Context: an optimization exercise on an open-source flow, tuned for small area. The choices shown serve that exercise and are no tape-out recipe. At most, simulation tests tie the RTL to the original design; equivalence was not proved. Power is estimated from default activity; no workload was simulated.

==> inputs of trial 20 <==
==> flow/design.v <==
`timescale 1ns / 1ps
module arp_udp_frame_generator (
   input  logic        clock,
   input  logic        reset,
   input  logic        start,
   output logic        busy,
   input  logic [32:0] req_data,    
   output logic        rsp_strobe,
   output logic [8:0]  rsp_data,    
   input  logic        csr_we,
   input  logic [2:0]  csr_index,
   input  logic [47:0] csr_wdata
);
   logic [47:0] c_smac, c_dmac;
   logic [31:0] c_sip;
   logic [15:0] c_sport, c_dport, c_ident;
   logic [7:0]  c_ttl;
   logic [6:0] c_en;
   always_comb begin
      for (int k = 0; k < 7; k++) begin
         c_en[k] = reset || (csr_we && csr_index == 3'(k));
      end
   end
   always_ff @(posedge clock) begin
      if (c_en[0]) c_smac  <= reset ? 48'h0          : csr_wdata;
      if (c_en[1]) c_sip   <= reset ? 32'h7F00_0001  : csr_wdata[31:0];
      if (c_en[2]) c_dmac  <= reset ? 48'h0          : csr_wdata;
      if (c_en[3]) c_sport <= reset ? 16'd43966      : csr_wdata[15:0];
      if (c_en[4]) c_dport <= reset ? 16'd8080       : csr_wdata[15:0];
      if (c_en[5]) c_ident <= reset ? 16'h8397       : csr_wdata[15:0];
      if (c_en[6]) c_ttl   <= reset ? 8'h40          : csr_wdata[7:0];
   end
   logic       active;
   logic       udp;
   logic [5:0] cnt;
   logic [5:0] cnt_inc;
   logic       last_r;
   logic [7:0] ob;
   assign cnt_inc    = cnt + 6'd1;
   assign busy       = active && !last_r;
   assign rsp_strobe = active;
   assign rsp_data   = {ob, last_r};
   always_ff @(posedge clock) begin
      if (reset) active <= 1'b0;
      else       active <= start || busy;
   end
   always_ff @(posedge clock) begin
      cnt    <= busy ? cnt_inc : 6'd0;
      last_r <= busy && (udp ? (cnt_inc == 6'd56) : (cnt_inc == 6'd41));
   end
   logic [47:0] s_smac;
   logic [39:0] s_dmac;
   logic [31:0] s_sip, s_tip;
   logic [15:0] s_sport, s_dport, s_ident;
   logic [7:0]  s_ttl;
   always_ff @(posedge clock) begin
      if (!busy) begin
         udp     <= req_data[32];
         s_tip   <= req_data[31:0];
         s_smac  <= c_smac;
         s_dmac  <= c_dmac[39:0];
         s_sip   <= c_sip;
         s_sport <= c_sport;
         s_dport <= c_dport;
         s_ident <= c_ident;
         s_ttl   <= c_ttl;
      end
   end
   logic [15:0] acc;
   logic        acc_c;
   logic [7:0]  cs_in;
   logic [8:0]  cs_sum;
   always_comb begin
      case (cnt)
         6'd0:    cs_in = s_ident[15:8];
         6'd1:    cs_in = s_ident[7:0];
         6'd2:    cs_in = s_ttl;
         6'd4:    cs_in = s_sip[31:24];
         6'd5:    cs_in = s_sip[23:16];
         6'd6:    cs_in = s_sip[15:8];
         6'd7:    cs_in = s_sip[7:0];
         6'd8:    cs_in = s_tip[31:24];
         6'd9:    cs_in = s_tip[23:16];
         6'd10:   cs_in = s_tip[15:8];
         6'd11:   cs_in = s_tip[7:0];
         default: cs_in = 8'h00;
      endcase
   end
   assign cs_sum = {1'b0, acc[15:8]} + {1'b0, cs_in} + {8'h00, acc_c};
   always_ff @(posedge clock) begin
      if (!busy) begin
         acc   <= 16'h853C;    
         acc_c <= 1'b0;
      end else begin
         acc   <= {acc[7:0], cs_sum[7:0]};
         acc_c <= cs_sum[8];
      end
   end
   logic [7:0] nb;
   always_comb begin
      nb = 8'h00;
      if (!busy) begin
         nb = req_data[32] ? c_dmac[47:40] : 8'hFF;
      end else if (udp) begin
         case (cnt)
            6'd0: nb = s_dmac[39:32];
            6'd1: nb = s_dmac[31:24];
            6'd2: nb = s_dmac[23:16];
            6'd3: nb = s_dmac[15:8];
            6'd4: nb = s_dmac[7:0];
            6'd5: nb = s_smac[47:40];
            6'd6: nb = s_smac[39:32];
            6'd7: nb = s_smac[31:24];
            6'd8: nb = s_smac[23:16];
            6'd9: nb = s_smac[15:8];
            6'd10: nb = s_smac[7:0];
            6'd11: nb = 8'h08;
            6'd13: nb = 8'h45;
            6'd16: nb = 8'h2B;
            6'd17: nb = s_ident[15:8];
            6'd18: nb = s_ident[7:0];
            6'd19: nb = 8'h40;
            6'd21: nb = s_ttl;
            6'd22: nb = 8'h11;
            6'd23: nb = ~acc[7:0];
            6'd24: nb = ~acc[7:0];
            6'd25: nb = s_sip[31:24];
            6'd26: nb = s_sip[23:16];
            6'd27: nb = s_sip[15:8];
            6'd28: nb = s_sip[7:0];
            6'd29: nb = s_tip[31:24];
            6'd30: nb = s_tip[23:16];
            6'd31: nb = s_tip[15:8];
            6'd32: nb = s_tip[7:0];
            6'd33: nb = s_sport[15:8];
            6'd34: nb = s_sport[7:0];
            6'd35: nb = s_dport[15:8];
            6'd36: nb = s_dport[7:0];
            6'd38: nb = 8'h17;
            6'd41: nb = 8'h48;
            6'd42: nb = 8'h65;
            6'd43: nb = 8'h6C;
            6'd44: nb = 8'h6C;
            6'd45: nb = 8'h6F;
            6'd46: nb = 8'h20;
            6'd47: nb = 8'h4E;
            6'd48: nb = 8'h65;
            6'd49: nb = 8'h74;
            6'd50: nb = 8'h77;
            6'd51: nb = 8'h6F;
            6'd52: nb = 8'h72;
            6'd53: nb = 8'h6B;
            6'd54: nb = 8'h21;
            default: nb = 8'h00;
         endcase
      end else begin
         case (cnt)
            6'd0: nb = 8'hFF;
            6'd1: nb = 8'hFF;
            6'd2: nb = 8'hFF;
            6'd3: nb = 8'hFF;
            6'd4: nb = 8'hFF;
            6'd5: nb = s_smac[47:40];
            6'd6: nb = s_smac[39:32];
            6'd7: nb = s_smac[31:24];
            6'd8: nb = s_smac[23:16];
            6'd9: nb = s_smac[15:8];
            6'd10: nb = s_smac[7:0];
            6'd11: nb = 8'h08;
            6'd12: nb = 8'h06;
            6'd14: nb = 8'h01;
            6'd15: nb = 8'h08;
            6'd17: nb = 8'h06;
            6'd18: nb = 8'h04;
            6'd20: nb = 8'h01;
            6'd21: nb = s_smac[47:40];
            6'd22: nb = s_smac[39:32];
            6'd23: nb = s_smac[31:24];
            6'd24: nb = s_smac[23:16];
            6'd25: nb = s_smac[15:8];
            6'd26: nb = s_smac[7:0];
            6'd27: nb = s_sip[31:24];
            6'd28: nb = s_sip[23:16];
            6'd29: nb = s_sip[15:8];
            6'd30: nb = s_sip[7:0];
            6'd37: nb = s_tip[31:24];
            6'd38: nb = s_tip[23:16];
            6'd39: nb = s_tip[15:8];
            6'd40: nb = s_tip[7:0];
            default: nb = 8'h00;
         endcase
      end
   end
   always_ff @(posedge clock) begin
      ob <= nb;
   end
endmodule
==> flow/flow/run.sh <==
#!/bin/bash
# the standard layout, with plain buf_1 cells as the port buffers
set -euo pipefail
export BUFFER_PORTS_ARGS="-buffer_cell sky130_fd_sc_hd__buf_1"
bash standard.sh finish > standard_flow.log 2>&1
==> flow/standard.sh <==
#!/bin/bash
# synth_recipe.tcl (not shown) runs the flow's synth.tcl, then flattens the netlist and writes it again
# the make line also repeats each setting of config.mk as NAME=value (left out here)
make -C /OpenROAD-flow-scripts/flow DESIGN_CONFIG=/design/flow/config.mk WORK_HOME=/design/flow/orfs CLKGATE_MAP_FILE= SYNTH_SCRIPT=/design/flow/synth_recipe.tcl "${@:-finish}"
==> flow/config.mk <==
export PLATFORM = sky130hd
export DESIGN_NAME = arp_udp_frame_generator
export DESIGN_NICKNAME = arp_udp_frame_generator
export VERILOG_FILES = /design/flow/design.v
export SDC_FILE = /design/flow/constraint.sdc
export NUM_CORES = 4
export LEC_CHECK = 0
export CAP_MARGIN = 20
export CORE_MARGIN = 2
export CORE_UTILIZATION = 40
export CTS_CLUSTER_DIAMETER = 100
export CTS_CLUSTER_SIZE = 28
export SLEW_MARGIN = 20
==> flow/constraint.sdc <==
create_clock -name core_clock -period 5.0 [get_ports {clock}]
set_input_delay 1.0000 -clock core_clock [delete_from_list [all_inputs] [get_ports {clock}]]
set_output_delay 1.0000 -clock core_clock [all_outputs]
set_load 0.01 [all_outputs]
==> trial 67 (differences from trial 20) <==
--- a/flow/design.v
+++ b/flow/design.v
@@ -55,2 +55,29 @@
    logic [7:0]  s_ttl;
+   logic [15:0] acc;
+   logic        acc_c;
+   logic        acc_init;
+   logic        acc_run;
+   logic [7:0]  cs_in;
+   logic [8:0]  cs_sum;
+   assign acc      = s_dmac[15:0];
+   assign acc_c    = s_dmac[16];
+   assign acc_init = (cnt == 6'd4);
+   assign acc_run  = (cnt >= 6'd4);
+   always_comb begin
+      case (cnt)
+         6'd5:    cs_in = s_ident[15:8];
+         6'd6:    cs_in = s_ident[7:0];
+         6'd7:    cs_in = s_ttl;
+         6'd9:    cs_in = s_sip[31:24];
+         6'd10:   cs_in = s_sip[23:16];
+         6'd11:   cs_in = s_sip[15:8];
+         6'd12:   cs_in = s_sip[7:0];
+         6'd13:   cs_in = s_tip[31:24];
+         6'd14:   cs_in = s_tip[23:16];
+         6'd15:   cs_in = s_tip[15:8];
+         6'd16:   cs_in = s_tip[7:0];
+         default: cs_in = 8'h00;
+      endcase
+   end
+   assign cs_sum = {1'b0, acc[15:8]} + {1'b0, cs_in} + {8'h00, acc_c};
    always_ff @(posedge clock) begin
@@ -66,32 +93,5 @@
          s_ttl   <= c_ttl;
-      end
-   end
-   logic [15:0] acc;
-   logic        acc_c;
-   logic [7:0]  cs_in;
-   logic [8:0]  cs_sum;
-   always_comb begin
-      case (cnt)
-         6'd0:    cs_in = s_ident[15:8];
-         6'd1:    cs_in = s_ident[7:0];
-         6'd2:    cs_in = s_ttl;
-         6'd4:    cs_in = s_sip[31:24];
-         6'd5:    cs_in = s_sip[23:16];
-         6'd6:    cs_in = s_sip[15:8];
-         6'd7:    cs_in = s_sip[7:0];
-         6'd8:    cs_in = s_tip[31:24];
-         6'd9:    cs_in = s_tip[23:16];
-         6'd10:   cs_in = s_tip[15:8];
-         6'd11:   cs_in = s_tip[7:0];
-         default: cs_in = 8'h00;
-      endcase
-   end
-   assign cs_sum = {1'b0, acc[15:8]} + {1'b0, cs_in} + {8'h00, acc_c};
-   always_ff @(posedge clock) begin
-      if (!busy) begin
-         acc   <= 16'h853C;    
-         acc_c <= 1'b0;
-      end else begin
-         acc   <= {acc[7:0], cs_sum[7:0]};
-         acc_c <= cs_sum[8];
+      end else if (acc_run) begin
+         if (acc_init) s_dmac[16:0] <= 17'h0853C;    
+         else          s_dmac[16:0] <= {cs_sum[8], acc[7:0], cs_sum[7:0]};
       end
@@ -124,4 +124,4 @@
             6'd22: nb = 8'h11;
-            6'd23: nb = ~acc[7:0];
-            6'd24: nb = ~acc[7:0];
+            6'd23: nb = ~acc[15:8];
+            6'd24: nb = ~acc[15:8];
             6'd25: nb = s_sip[31:24];
GPL_TIMING_DRIVEN = 0   (was unset)
==> build 23 (differences from trial 20) <==
==> flow/run.sh (new file) <==
#!/bin/bash
# synth_recipe.tcl (not shown) runs the flow's synth.tcl, then flattens the netlist and writes it again
# the make line also repeats each setting of config.mk as NAME=value (left out here)
make -C /OpenROAD-flow-scripts/flow DESIGN_CONFIG=/design/flow/config.mk WORK_HOME=/design/flow/orfs CLKGATE_MAP_FILE= SYNTH_SCRIPT=/design/flow/synth_recipe.tcl finish
removed: flow/flow/run.sh
removed: flow/standard.sh
==> impl_metrics.py <==
metrics = {
    "outcome": {
        "outcome": "no timing/DRC/antenna violations",
    },
    "layout": {
        "signal_buffers": 135,
        "drive_gt1_frac": 0.0805,
    },
    "floorplan": {
        "die_h_um": 211,
    },
    "synth": {
        "synth-compound-area-share": 0.123,
        "syn-num-nets": 1254,
    },
    "min_path": {
        "hold_end": "s_dport[13]",
    },
    "setup_path": {
        "cp.buffers_inverters": 0,
    },
    "clock_network": {
        "cts_made_buffers": 20,
    },
    "timing": {
        "finClkSkew_ps": 22.4,
    },
}
Source of the figures above: build 23

==> impl_metrics.py <==
metrics = {
    "outcome": {
        "outcome": "no timing/DRC/antenna violations",
    },
    "floorplan": {
        "die_h_um": 211,
        "num_rows": 75,
    },
    "min_path": {
        "hold_end": "s_dmac[4]",
    },
    "synth": {
        "synth-compound-area-share": 0.123,
        "syn-num-nets": 1254,
    },
    "layout": {
        "signal_buffers": 137,
    },
    "timing": {
        "setup_viol": 0,
    },
}
Source of the figures above: trial 20

==> impl_metrics.py <==
metrics = {
    "timing": {
        "finalCritPeriodShare": 0.927,
        "finClkSkew_ps": 48.7,
    },
    "floorplan": {
        "die_h_um": 209,
    },
    "synth": {
        "syn-num-nets": 1257,
        "synth-compound-area-share": 0.123,
    },
    "outcome": {
        "outcome": "no timing/DRC/antenna violations",
    },
    "layout": {
        "drive_gt1_frac": 0.0832,
    },
    "min_path": {
        "hp-start": "c_sport[12]",
        "hold_end": "s_sport[12]",
    },
    "setup_path": {
        "cp.buffers_inverters": 2,
    },
    "clock_network": {
        "cts_made_buffers": 20,
    },
}
Source of the figures above: trial 67

The RTL of trial 20 and build 23 was laid out without a check of its function.

==> 06-24 <==
arp_udp_frame_generator, a different RTL version from the one above (not shown whole).
clock: 5.0 ns
lec_check: 0
cap_margin: 20
core_margin: 2
core_utilization: 40
slew_margin: 20
run.sh (not shown) runs the stock make flow with config.mk's settings and CLKGATE_MAP_FILE= SYNTH_SCRIPT=/design/flow/synth_recipe.tcl, a recipe that flattens the netlist after the stock synthesis.
Stock flow here: none of the scripts above is used.
==> 09-08: changes against 06-24 <==
--- a/flow/design.v
+++ b/flow/design.v
@@ -11,35 +11,28 @@
    input  logic [2:0]  csr_index,
    input  logic [47:0] csr_wdata
 );
    logic [47:0] c_smac, c_dmac;
    logic [31:0] c_sip;
    logic [15:0] c_sport, c_dport, c_ident;
    logic [7:0]  c_ttl;
+   logic [6:0] c_en;
+   always_comb begin
+      for (int k = 0; k < 7; k++) begin
+         c_en[k] = reset || (csr_we && csr_index == 3'(k));
+      end
+   end
    always_ff @(posedge clock) begin
-      if (reset) begin
-         c_smac  <= 48'h0;
-         c_sip   <= 32'h7F00_0001;
-         c_dmac  <= 48'h0;
-         c_sport <= 16'd43966;
-         c_dport <= 16'd8080;
-         c_ident <= 16'h8397;
-         c_ttl   <= 8'h40;
-      end else if (csr_we) begin
-         case (csr_index)
-            3'd0: c_smac  <= csr_wdata;
-            3'd1: c_sip   <= csr_wdata[31:0];
-            3'd2: c_dmac  <= csr_wdata;
-            3'd3: c_sport <= csr_wdata[15:0];
-            3'd4: c_dport <= csr_wdata[15:0];
-            3'd5: c_ident <= csr_wdata[15:0];
-            3'd6: c_ttl   <= csr_wdata[7:0];
-            default: ;
-         endcase
-      end
+      if (c_en[0]) c_smac  <= reset ? 48'h0          : csr_wdata;
+      if (c_en[1]) c_sip   <= reset ? 32'h7F00_0001  : csr_wdata[31:0];
+      if (c_en[2]) c_dmac  <= reset ? 48'h0          : csr_wdata;
+      if (c_en[3]) c_sport <= reset ? 16'd43966      : csr_wdata[15:0];
+      if (c_en[4]) c_dport <= reset ? 16'd8080       : csr_wdata[15:0];
+      if (c_en[5]) c_ident <= reset ? 16'h8397       : csr_wdata[15:0];
+      if (c_en[6]) c_ttl   <= reset ? 8'h40          : csr_wdata[7:0];
    end
    logic       active;
    logic       udp;
    logic [5:0] cnt;
    logic       last;
    assign last       = udp ? (cnt == 6'd56) : (cnt == 6'd41);
    assign busy       = active && !last;
--- a/flow/config.mk
+++ b/flow/config.mk
@@ -4,8 +4,9 @@
 export VERILOG_FILES = /design/flow/design.v
 export SDC_FILE = /design/flow/constraint.sdc
 export NUM_CORES = 4
 export LEC_CHECK = 0
 export CAP_MARGIN = 20
 export CORE_MARGIN = 2
 export CORE_UTILIZATION = 40
+export CTS_BUF_LIST = sky130_fd_sc_hd__clkbuf_4
 export SLEW_MARGIN = 20
==> comparison table <==
                                                                     09-08              06-24
Multi-input gate share of the layout cell area                      21.19%             30.48%
Initial cell density of the core                                    40.77%             40.34%
Cell Pwr Density                                              381.1 nW/um2       375.5 nW/um2
Highest clock frequency the design can meet                      202.4 MHz          203.1 MHz
Worst-margin pin slew                                             1.030 ns          0.9541 ns
CTS H-tree lvls                                                          3                  2
Fraction of area in clock buffers and inverters                     6.097%             7.058%
Register Area                                                   12,530 um2         10,690 um2
Result of the run                         no timing/DRC/antenna violations  no timing/DRC/antenna violations
Cell area after placement                                       19,240 um2         19,840 um2
Critical path's slowest cell                                      a222oi_1    clkdlybuf4s50_1
Sequential power share                                               57.3%              50.0%
Distinct cell type count after synthesis                                74                 84
Clk root buf                                                      clkbuf_4          clkbuf_16
Multi-input combinational cell count                                   637              1,141
Final clock period utilization by the worst path                    98.82%             98.47%
Origin of the worst min-delay path                c_sport[9]$_SDFFCE_PP1P_  acc[0]$_SDFF_PN0_
Worst Setup SP                                           cnt[1]$_SDFF_PN0_  cnt[0]$_SDFF_PN0_
# resized after CTS                                                     17                  8
Only the layout flow was run in 09-08; the RTL was not checked for function there.

==> re-timing with driven ports <==
The flow's constraints put no driver on any port. The routed layouts listed below were extracted and timed again, unchanged, in two steps.
Step 1, drivers: a clkbuf_16 drives clock and a buf_2 each remaining input, both assumed.
Step 2 adds t to the input delays and takes it off the output delays; t is the mean of the earliest and latest rising clock arrival at the registers after step 1. Input paths then give back, and output paths get back, about the clock's delay inside the block.
Three values: no drivers, after step 1, after step 2; two values: the first two.
run	t, ns	setup WS [ns]	slew at the worst register clock pin (ns)
trial 20	0.590	0.974 / 0.974 / 0.974	0.11 / 0.11
trial 67	0.623	0.364 / 0.364 / 0.364	0.12 / 0.12
build 23	0.596	1.030 / 1.030 / 1.030	0.11 / 0.11
06-24	0.647	0.076 / 0.017 / 0.665	0.07 / 0.07
09-08	0.908	0.059 / 0.010 / 0.918	0.07 / 0.07
After both steps every run listed still meets setup and hold.
